This design comes from an exercise in tuning for small area and a short achievable clock period on the open sky130 flow, not from production work. RTL that was checked went through simulation tests only; none was proved equivalent to the original. Power and IR drop assume default switching activity.

Design rec_axis_packer, start of the top module:
module rec_axis_packer #(
    parameter int COL        = 640,
    parameter int ROW        = 480,
    parameter int FIFO_DEPTH = 64
) (
    input  logic        clk,
    input  logic        rst,
    input  logic        recvalid,
    input  logic [7:0]  recpixel,
    input  logic        reclast,
    output logic [31:0] m_tdata,
    output logic        m_tvalid,
    input  logic        m_tready,
    output logic        m_tlast,
    output logic        m_tuser,
    output logic        overflow,
    output logic        frame_done,
    output logic        frame_err
);
Size: roughly 7600 cells after synthesis, about 2300 flip-flops, about 51 I/O pins, roughly 89000 um^2 of cells after synthesis.
Settings: LEC_CHECK=0, ABC_AREA=1, CAP_MARGIN=20, CORE_MARGIN=2, CORE_UTILIZATION=60, CTS_CLUSTER_DIAMETER=100, CTS_CLUSTER_SIZE=28, SETUP_SLACK_MARGIN=3.0, SLEW_MARGIN=20; clock period 5.5 ns.
run.sh (not shown) runs the stock make flow with config.mk's settings and CLKGATE_MAP_FILE= SYNTH_SCRIPT=/design/flow/synth_recipe.tcl, a recipe that flattens the netlist after the stock synthesis.
Rerun with:
ABC_AREA = unset   (was 1)
Outcome: Final cell count falls by 33%. Worst setup slack degrades by 19 ps. Flip-flop and latch count stays the same. Total power falls by 11%. Hold slack improves by 30 ps. Clock-buffer cell count rises by 27. Via count falls by 13%. Synthesized cell count falls by about 40%. Design area falls by about 5%. Global-route usage rises by 3.5 points. Synthesized area falls by 7.3%.
Function was not checked in any run of this note: the RTL went through the layout flow alone.

The RTL this note starts from:
==> flow/design.v <==
module rec_axis_packer #(
    parameter int COL        = 640,
    parameter int ROW        = 480,
    parameter int FIFO_DEPTH = 64
) (
    input  logic        clk,
    input  logic        rst,
    input  logic        recvalid,
    input  logic [7:0]  recpixel,
    input  logic        reclast,
    output logic [31:0] m_tdata,
    output logic        m_tvalid,
    input  logic        m_tready,
    output logic        m_tlast,
    output logic        m_tuser,
    output logic        overflow,
    output logic        frame_done,
    output logic        frame_err
);
    localparam int CW = $clog2(COL);
    localparam int RW = (ROW > 1) ? $clog2(ROW) : 1;
    localparam int AW = $clog2(FIFO_DEPTH);
    logic [CW-1:0] col;
    logic [RW-1:0] row;
    logic [23:0]   lanes;
    logic          pk_valid;
    logic [33:0]   mem [FIFO_DEPTH];
    logic [AW-1:0] wptr;
    logic [FIFO_DEPTH-1:0] roh;       
    logic [AW-1:0] cnt;               
    logic          int_empty;
    logic          int_full;
    logic [33:0]   rdata;
    logic          out_valid;
    logic [33:0]   out_word;
    logic          col_end;
    logic          row_end;
    logic          at_end;
    logic          early;
    logic          full;
    logic          rd;
    logic          commit;
    logic          out_free;
    logic          load;
    assign col_end   = (col == CW'(COL - 1));
    assign row_end   = (row == RW'(ROW - 1));
    assign at_end    = col_end && row_end;
    assign early     = reclast && !at_end;
    assign full      = out_valid && int_full;
    assign rd        = out_valid && m_tready;
    assign commit    = pk_valid && (!full || rd);
    assign out_free  = !out_valid || m_tready;
    assign load      = out_free && (!int_empty || pk_valid);
    always_ff @(posedge clk) begin
        if (rst) begin
            col        <= '0;
            row        <= '0;
            pk_valid   <= 1'b0;
            frame_done <= 1'b0;
            frame_err  <= 1'b0;
        end else begin
            pk_valid   <= recvalid && (col[1:0] == 2'd3) && !early;
            frame_done <= recvalid && reclast && at_end;
            frame_err  <= recvalid && (reclast != at_end);
            if (recvalid) begin
                if (early) begin
                    col <= '0;
                    row <= '0;
                end else if (col_end) begin
                    col <= '0;
                    row <= row_end ? '0 : row + 1'b1;
                end else begin
                    col <= col + 1'b1;
                end
            end
        end
    end
    always_ff @(posedge clk) begin
        if (col[1:0] == 2'd0) lanes[7:0]   <= recpixel;
        if (col[1:0] == 2'd1) lanes[15:8]  <= recpixel;
        if (col[1:0] == 2'd2) lanes[23:16] <= recpixel;
    end
    always_ff @(posedge clk) begin
        if (col[1:0] == 2'd3)
            mem[wptr] <= {(row == '0) && (col == CW'(3)), col_end,
                          recpixel, lanes};
    end
    always_comb begin
        rdata = '0;
        for (int i = 0; i < FIFO_DEPTH; i++)
            rdata = rdata | (mem[i] & {34{roh[i]}});
    end
    always_ff @(posedge clk) begin
        if (rst) begin
            wptr      <= '0;
            roh       <= FIFO_DEPTH'(1);
            cnt       <= '0;
            int_empty <= 1'b1;
            int_full  <= 1'b0;
            out_valid <= 1'b0;
            out_word  <= '0;
            overflow  <= 1'b0;
        end else begin
            if (commit)
                wptr <= wptr + 1'b1;
            if (load)
                roh <= {roh[FIFO_DEPTH-2:0], roh[FIFO_DEPTH-1]};
            if (commit && !load) begin
                cnt       <= cnt + 1'b1;
                int_empty <= 1'b0;
                int_full  <= (cnt == AW'(FIFO_DEPTH - 2));
            end else if (load && !commit) begin
                cnt       <= cnt - 1'b1;
                int_empty <= (cnt == AW'(1));
                int_full  <= 1'b0;
            end
            out_valid <= load || (out_valid && !m_tready);
            if (load)
                out_word <= rdata;
            else if (out_free)
                out_word <= '0;
            if (pk_valid && full && !rd)
                overflow <= 1'b1;
        end
    end
    assign m_tvalid = out_valid;
    assign {m_tuser, m_tlast, m_tdata} = out_word;
endmodule
clock: 5.5 ns
lec_check: 0
cap_margin: 20
core_margin: 2
core_utilization: 72
cts_cluster_diameter: 100
cts_cluster_size: 25
setup_slack_margin: 3.1
slew_margin: 20
Rerun with:
- CORE_UTILIZATION: 72 -> 60
- CTS_CLUSTER_SIZE: 25 -> 30
- SETUP_SLACK_MARGIN: 3.1 -> 3.0
Outcome:
- area after synthesis is unchanged
- die area climbs by 20%
- wire length is higher by 1.5%
- via count fell by 4.9%

port drivers added, routing unchanged:
The results above use ideal ports. As a check the final layouts listed here were re-extracted and re-timed, cells and wires unchanged.
Step 1: set_driving_cell puts a clkbuf_16 on clk and a buf_2 on each other input, an assumption about the parent block.
Step 2 times the ports against the registers' clock, not the clock port: input delays grow and output delays shrink by t, the midpoint of the rising clock arrivals with the driver on.
Three values: ideal ports, drivers, drivers and shift; two values: the first two.
| run | t, ns | slack for setup (ns) | worst setup path after step 2 | worst register clock-pin slew, ns | pins driven straight from the clock port |
|---|---|---|---|---|---|
| the first run of note 1 | 0.851 | 2.900 / 2.900 / 2.226 | input to register | 0.12 / 0.12 | 1 |
| the second run of note 1 | 0.860 | 2.881 / 2.881 / 2.136 | input to register | 0.12 / 0.12 | 1 |
| the first run of note 2 | 0.853 | 2.874 / 2.874 / 2.335 | input to register | 0.10 / 0.10 | 1 |
| the second run of note 2 | 0.859 | 2.927 / 2.927 / 2.322 | input to register | 0.12 / 0.12 | 1 |
After both steps setup and hold are still met in every run listed. For the second run of note 1, which loses most, drivers alone change the setup slack by 0.000 ns; drivers and shift together by -0.745 ns.
